From an optimization exercise on the open Yosys and OpenROAD flow, aimed at small area and a short achievable clock period; shortcuts taken in it are not production practice.
Where RTL was checked, it was by simulation tests only, not by an equivalence proof against the original.
Power figures rest on the tool's default switching activity, not on a simulated workload.

==> zinc: inputs <==
==> flow/design.v (excerpt) <==
module squeeze_conv_layer
(
	input  wire        clk,
	input  wire        rst_n,
	input  wire        layer_en,
	input  wire [15:0] ifm,
	input  wire        ram_feedback,
	output wire [63:0] ofm,
	output wire        ofm_sample,
	output wire        layer_finish
);
==> module squeeze_conv_layer, before the edit <==
module squeeze_conv_layer
(
	input  wire        clk,
	input  wire        rst_n,
	input  wire        layer_en,
	input  wire [15:0] ifm,
	input  wire        ram_feedback,
	output wire [63:0] ofm,
	output wire        ofm_sample,
	output wire        layer_finish
);
	localparam int LANES = 4;
	localparam int AW    = 21;
	localparam logic [AW-1:0] CMASK = squeeze_pkg::carry_mask;
	logic       en_q;
	logic [4:0] tap_addr;
	logic [2:0] win_cnt;
	logic       last_al;
	logic       window_done;
	logic       done_q;
	logic       sample_q;
	logic       layer_end;
	logic       fb_seen;
	wire taps_done = win_cnt[2];
	wire advance   = en_q & ~taps_done;
	wire at_last   = (tap_addr == 5'd17);
	always_ff @(posedge clk or negedge rst_n) begin
		if (!rst_n) begin
			en_q        <= 1'b0;
			tap_addr    <= '0;
			win_cnt     <= '0;
			last_al     <= 1'b0;
			window_done <= 1'b0;
			done_q      <= 1'b0;
			sample_q    <= 1'b0;
			layer_end   <= 1'b0;
			fb_seen     <= 1'b0;
		end else begin
			en_q <= layer_en;
			if (advance) begin
				if (at_last) begin
					tap_addr <= '0;
					win_cnt  <= win_cnt + 1'b1;
				end else begin
					tap_addr <= tap_addr + 1'b1;
				end
			end
			last_al     <= advance & at_last;
			window_done <= last_al;
			done_q      <= window_done;
			sample_q    <= done_q;
			if (window_done & taps_done) layer_end <= 1'b1;
			if (ram_feedback) fb_seen <= 1'b1;
		end
	end
	assign ofm_sample   = sample_q;
	assign layer_finish = layer_end & ~fb_seen;
	logic [15:0] tap_q;
	logic [15:0] tap_d;
	logic [17:1] t3_d;
	logic        first;
	logic [3:0]  sel_p1, sel_p2, sel_p3, sel_neg;
	wire [17:0] t3 = {{2{tap_q[15]}}, tap_q} + {tap_q[15], tap_q, 1'b0};
	always_ff @(posedge clk) begin
		tap_q <= ifm;
		tap_d <= tap_q;
		t3_d  <= t3[17:1];
	end
	logic [31:0] dec_p1 [LANES];
	logic [31:0] dec_p2 [LANES];
	logic [31:0] dec_p3 [LANES];
	logic [31:0] dec_neg [LANES];
	genvar l, i;
	generate
		for (l = 0; l < LANES; l++) begin : g_dec
			for (i = 0; i < 32; i++) begin : g_addr
				assign dec_p1[l][i]  = (squeeze_pkg::wmag(i, l) == 2'd1);
				assign dec_p2[l][i]  = (squeeze_pkg::wmag(i, l) == 2'd2);
				assign dec_p3[l][i]  = (squeeze_pkg::wmag(i, l) == 2'd3);
				assign dec_neg[l][i] = squeeze_pkg::wneg(i, l);
			end
		end
	endgenerate
	always_ff @(posedge clk) begin
		first <= advance & (tap_addr == 5'd0);
		for (int k = 0; k < LANES; k++) begin
			sel_p1[k]  <= advance & dec_p1[k][tap_addr];
			sel_p2[k]  <= advance & dec_p2[k][tap_addr];
			sel_p3[k]  <= advance & dec_p3[k][tap_addr];
			sel_neg[k] <= advance & dec_neg[k][tap_addr];
		end
	end
	wire [AW-1:0] m1 = {{(AW-16){tap_d[15]}}, tap_d};
	wire [AW-1:0] m2 = {{(AW-17){tap_d[15]}}, tap_d, 1'b0};
	wire [AW-1:0] m3 = {{(AW-18){t3_d[17]}}, t3_d, tap_d[0]};
	logic [AW-1:0] acc  [LANES];
	logic [AW-1:0] accc [LANES];    
	logic [6:0]    res  [LANES];
	generate
		for (l = 0; l < LANES; l++) begin : g_lane
			localparam logic [AW-1:0] BIAS = AW'((l - 1) * 4096);
			wire [AW-1:0] a_in = first ? BIAS : acc[l];
			wire [AW-1:0] c_in = first ? '0 : (accc[l] & CMASK);
			wire [AW-1:0] op = {AW{sel_neg[l]}} ^
				(({AW{sel_p1[l]}} & m1) | ({AW{sel_p2[l]}} & m2) | ({AW{sel_p3[l]}} & m3));
			wire [AW:0] cy;
			wire [AW-1:0] sum;
			assign cy[0] = sel_neg[l];
			for (i = 0; i < AW; i++) begin : g_bit
				wire ci = (i != 0 && CMASK[i]) ? c_in[i] : cy[i];
				assign sum[i]  = a_in[i] ^ op[i] ^ ci;
				assign cy[i+1] = (a_in[i] & op[i]) | (a_in[i] & ci) | (op[i] & ci);
			end
			always_ff @(posedge clk) begin
				acc[l]  <= sum;
				accc[l] <= cy[AW-1:0] & CMASK;
			end
			wire [AW-1:0] full = acc[l] + (accc[l] & CMASK);
			assign res[l] = full[20:14];
		end
	endgenerate
	logic [5:0] ofm_q [LANES];
	always_ff @(posedge clk or negedge rst_n) begin
		if (!rst_n) begin
			for (int k = 0; k < LANES; k++) ofm_q[k] <= '0;
		end else if (window_done) begin
			for (int k = 0; k < LANES; k++) ofm_q[k] <= res[k][6] ? 6'd0 : res[k][5:0];
		end
	end
	generate
		for (l = 0; l < LANES; l++) begin : g_out
			assign ofm[16*l +: 16] = {10'd0, ofm_q[l]};
		end
	endgenerate
endmodule
clock: 10.0 ns
lec_check: 0
cap_margin: 20
core_margin: 2
core_utilization: 40
slew_margin: 20
run.sh (not shown) runs the stock make flow with config.mk's settings and CLKGATE_MAP_FILE= SYNTH_SCRIPT=/design/flow/synth_recipe.tcl, a recipe that flattens the netlist after the stock synthesis.
==> maple: changes against zinc <==
--- a/flow/design.v
+++ b/flow/design.v
@@ -1,6 +1,30 @@
 `default_nettype none
 package squeeze_pkg;
 	localparam logic [20:0] carry_mask = 21'b001000100010000100000;
+	function automatic integer block_lo(input integer i);
+		integer k;
+		block_lo = 0;
+		for (k = 1; k <= i; k++) if (carry_mask[k]) block_lo = k;
+	endfunction
+	function automatic [16:0] bk_add17(input [16:0] a, input [16:0] b);
+		reg [16:0] g, p, gg, pp;
+		integer d, i;
+		g  = a & b;
+		p  = a ^ b;
+		gg = g;
+		pp = p;
+		for (d = 1; d <= 8; d = d * 2)
+			for (i = 2 * d - 1; i < 17; i = i + 2 * d) begin
+				gg[i] = gg[i] | (pp[i] & gg[i-d]);
+				pp[i] = pp[i] & pp[i-d];
+			end
+		for (d = 4; d >= 1; d = d / 2)
+			for (i = 3 * d - 1; i < 17; i = i + 2 * d) begin
+				gg[i] = gg[i] | (pp[i] & gg[i-d]);
+				pp[i] = pp[i] & pp[i-d];
+			end
+		bk_add17 = p ^ {gg[15:0], 1'b0};
+	endfunction
 	function automatic signed [3:0] weight_value(input integer addr, input integer lane);
 		weight_value = ((addr * 5 + lane * 3 + 2) % 7) - 3;
 	endfunction
@@ -40,7 +64,7 @@
 	logic       window_done;
 	logic       done_q;
 	logic       sample_q;
-	logic       layer_end;
+	logic       finish_q;
 	logic       fb_seen;
 	wire taps_done = win_cnt[2];
 	wire advance   = en_q & ~taps_done;
@@ -54,7 +78,7 @@
 			window_done <= 1'b0;
 			done_q      <= 1'b0;
 			sample_q    <= 1'b0;
-			layer_end   <= 1'b0;
+			finish_q    <= 1'b0;
 			fb_seen     <= 1'b0;
 		end else begin
 			en_q <= layer_en;
@@ -70,18 +94,20 @@
 			window_done <= last_al;
 			done_q      <= window_done;
 			sample_q    <= done_q;
-			if (window_done & taps_done) layer_end <= 1'b1;
+			finish_q    <= (finish_q | (window_done & taps_done)) & ~fb_seen & ~ram_feedback;
 			if (ram_feedback) fb_seen <= 1'b1;
 		end
 	end
 	assign ofm_sample   = sample_q;
-	assign layer_finish = layer_end & ~fb_seen;
+	assign layer_finish = finish_q;
 	logic [15:0] tap_q;
 	logic [15:0] tap_d;
 	logic [17:1] t3_d;
-	logic        first;
+	logic [3:0]  first;
 	logic [3:0]  sel_p1, sel_p2, sel_p3, sel_neg;
-	wire [17:0] t3 = {{2{tap_q[15]}}, tap_q} + {tap_q[15], tap_q, 1'b0};
+	wire [17:0] t3;
+	assign t3[0] = tap_q[0];
+	assign t3[17:1] = squeeze_pkg::bk_add17({{2{tap_q[15]}}, tap_q[15:1]}, {tap_q[15], tap_q});
 	always_ff @(posedge clk) begin
 		tap_q <= ifm;
 		tap_d <= tap_q;
@@ -103,7 +129,7 @@
 		end
 	endgenerate
 	always_ff @(posedge clk) begin
-		first <= advance & (tap_addr == 5'd0);
+		first <= {LANES{advance & (tap_addr == 5'd0)}};
 		for (int k = 0; k < LANES; k++) begin
 			sel_p1[k]  <= advance & dec_p1[k][tap_addr];
 			sel_p2[k]  <= advance & dec_p2[k][tap_addr];
@@ -120,8 +146,8 @@
 	generate
 		for (l = 0; l < LANES; l++) begin : g_lane
 			localparam logic [AW-1:0] BIAS = AW'((l - 1) * 4096);
-			wire [AW-1:0] a_in = first ? BIAS : acc[l];
-			wire [AW-1:0] c_in = first ? '0 : (accc[l] & CMASK);
+			wire [AW-1:0] a_in = first[l] ? BIAS : acc[l];
+			wire [AW-1:0] c_in = first[l] ? '0 : (accc[l] & CMASK);
 			wire [AW-1:0] op = {AW{sel_neg[l]}} ^
 				(({AW{sel_p1[l]}} & m1) | ({AW{sel_p2[l]}} & m2) | ({AW{sel_p3[l]}} & m3));
 			wire [AW:0] cy;
@@ -136,7 +162,23 @@
 				acc[l]  <= sum;
 				accc[l] <= cy[AW-1:0] & CMASK;
 			end
-			wire [AW-1:0] full = acc[l] + (accc[l] & CMASK);
+			wire [AW:0] rc;       
+			wire [AW-1:0] run;    
+			wire [AW-1:0] full;
+			assign rc[0] = 1'b0;
+			for (i = 0; i < AW; i++) begin : g_res
+				localparam int LO = squeeze_pkg::block_lo(i);
+				wire c_lo  = (LO == 0) ? 1'b0 : accc[l][LO];
+				wire up_lo = (acc[l][LO] & (c_lo | rc[LO])) | (c_lo & rc[LO]);
+				if (i == LO) begin : g_lo
+					assign run[i]  = 1'b1;
+					assign full[i] = acc[l][i] ^ c_lo ^ rc[LO];
+				end else begin : g_up
+					assign run[i]  = run[i-1] & acc[l][i];
+					assign full[i] = acc[l][i] ^ (up_lo & run[i-1]);
+				end
+				assign rc[i+1] = (i + 1 < AW && squeeze_pkg::carry_mask[i+1]) ? (up_lo & run[i]) : 1'b0;
+			end
 			assign res[l] = full[20:14];
 		end
 	endgenerate
==> flow/flow/run.sh (new file) <==
#!/bin/bash
# Standard synthesis unchanged; the layout steps then ask the repair passes for
# extra setup margin so that the achieved period shrinks (constraints unchanged).
set -euo pipefail
bash standard.sh synth > synth.log 2>&1
bash standard.sh SETUP_SLACK_MARGIN=7.0 finish > layout.log 2>&1
==> flow/standard.sh (new file) <==
#!/bin/bash
# synth_recipe.tcl (not shown) runs the flow's synth.tcl, then flattens the netlist and writes it again
# the make line also repeats each setting of config.mk as NAME=value (left out here)
make -C /OpenROAD-flow-scripts/flow DESIGN_CONFIG=/design/flow/config.mk WORK_HOME=/design/flow/orfs CLKGATE_MAP_FILE= SYNTH_SCRIPT=/design/flow/synth_recipe.tcl "${@:-finish}"
removed: flow/run.sh
==> run notes <==
- Against zinc, the global-route usage of maple is lower by 0.72 points.
- In zinc the register-to-register slack is worse than in maple, by 0.36 ns.
- Of zinc and maple, zinc has the higher final area (gap 2.8%, measured against maple).
- In maple the total power is lower than in zinc, by about 1.8%.
- Of maple and zinc, maple has the higher sequential share of layout area (gap 1.1 points).
- Clock power: maple is higher than zinc (5.3%).
- Against zinc, the critical path depth of maple is lower by 1.
- Against maple, the maximum frequency of zinc is smaller by 13%.
- Between zinc and maple, the lower clock skew is in zinc (gap 0.0090 ns).
- In zinc the worst hold slack is better than in maple, by 0.0021 ns.
The RTL of zinc was laid out without a check of its function.

## what the ideal ports hide
Ports are ideal in the flow. The routed layouts listed here were re-timed in OpenROAD.
Step 1 (the two cells are an assumption about what drives the block):
set clk [get_ports {clk}]
set_driving_cell -lib_cell sky130_fd_sc_hd__clkbuf_16 $clk
set_driving_cell -lib_cell sky130_fd_sc_hd__buf_2 [delete_from_list [all_inputs] $clk]
Step 2 moves the port delays by t, midway between the first and last clock arrival at a register: inputs arrive t later, outputs are due t later. That takes back most of the time a late clock gives input paths.
Slacks: ideal / step 1 / step 2; pairs: ideal / step 1.
| run | shift t [ns] | setup WS [ns] | worst slew at a driven data input, ns |
|---|---|---|---|
| zinc | 0.550 | 6.487 / 6.440 / 6.714 | 0.03 |
| maple | 0.549 | 6.957 / 6.917 / 7.067 | 0.04 |
After both steps setup and hold are still met in every run listed.
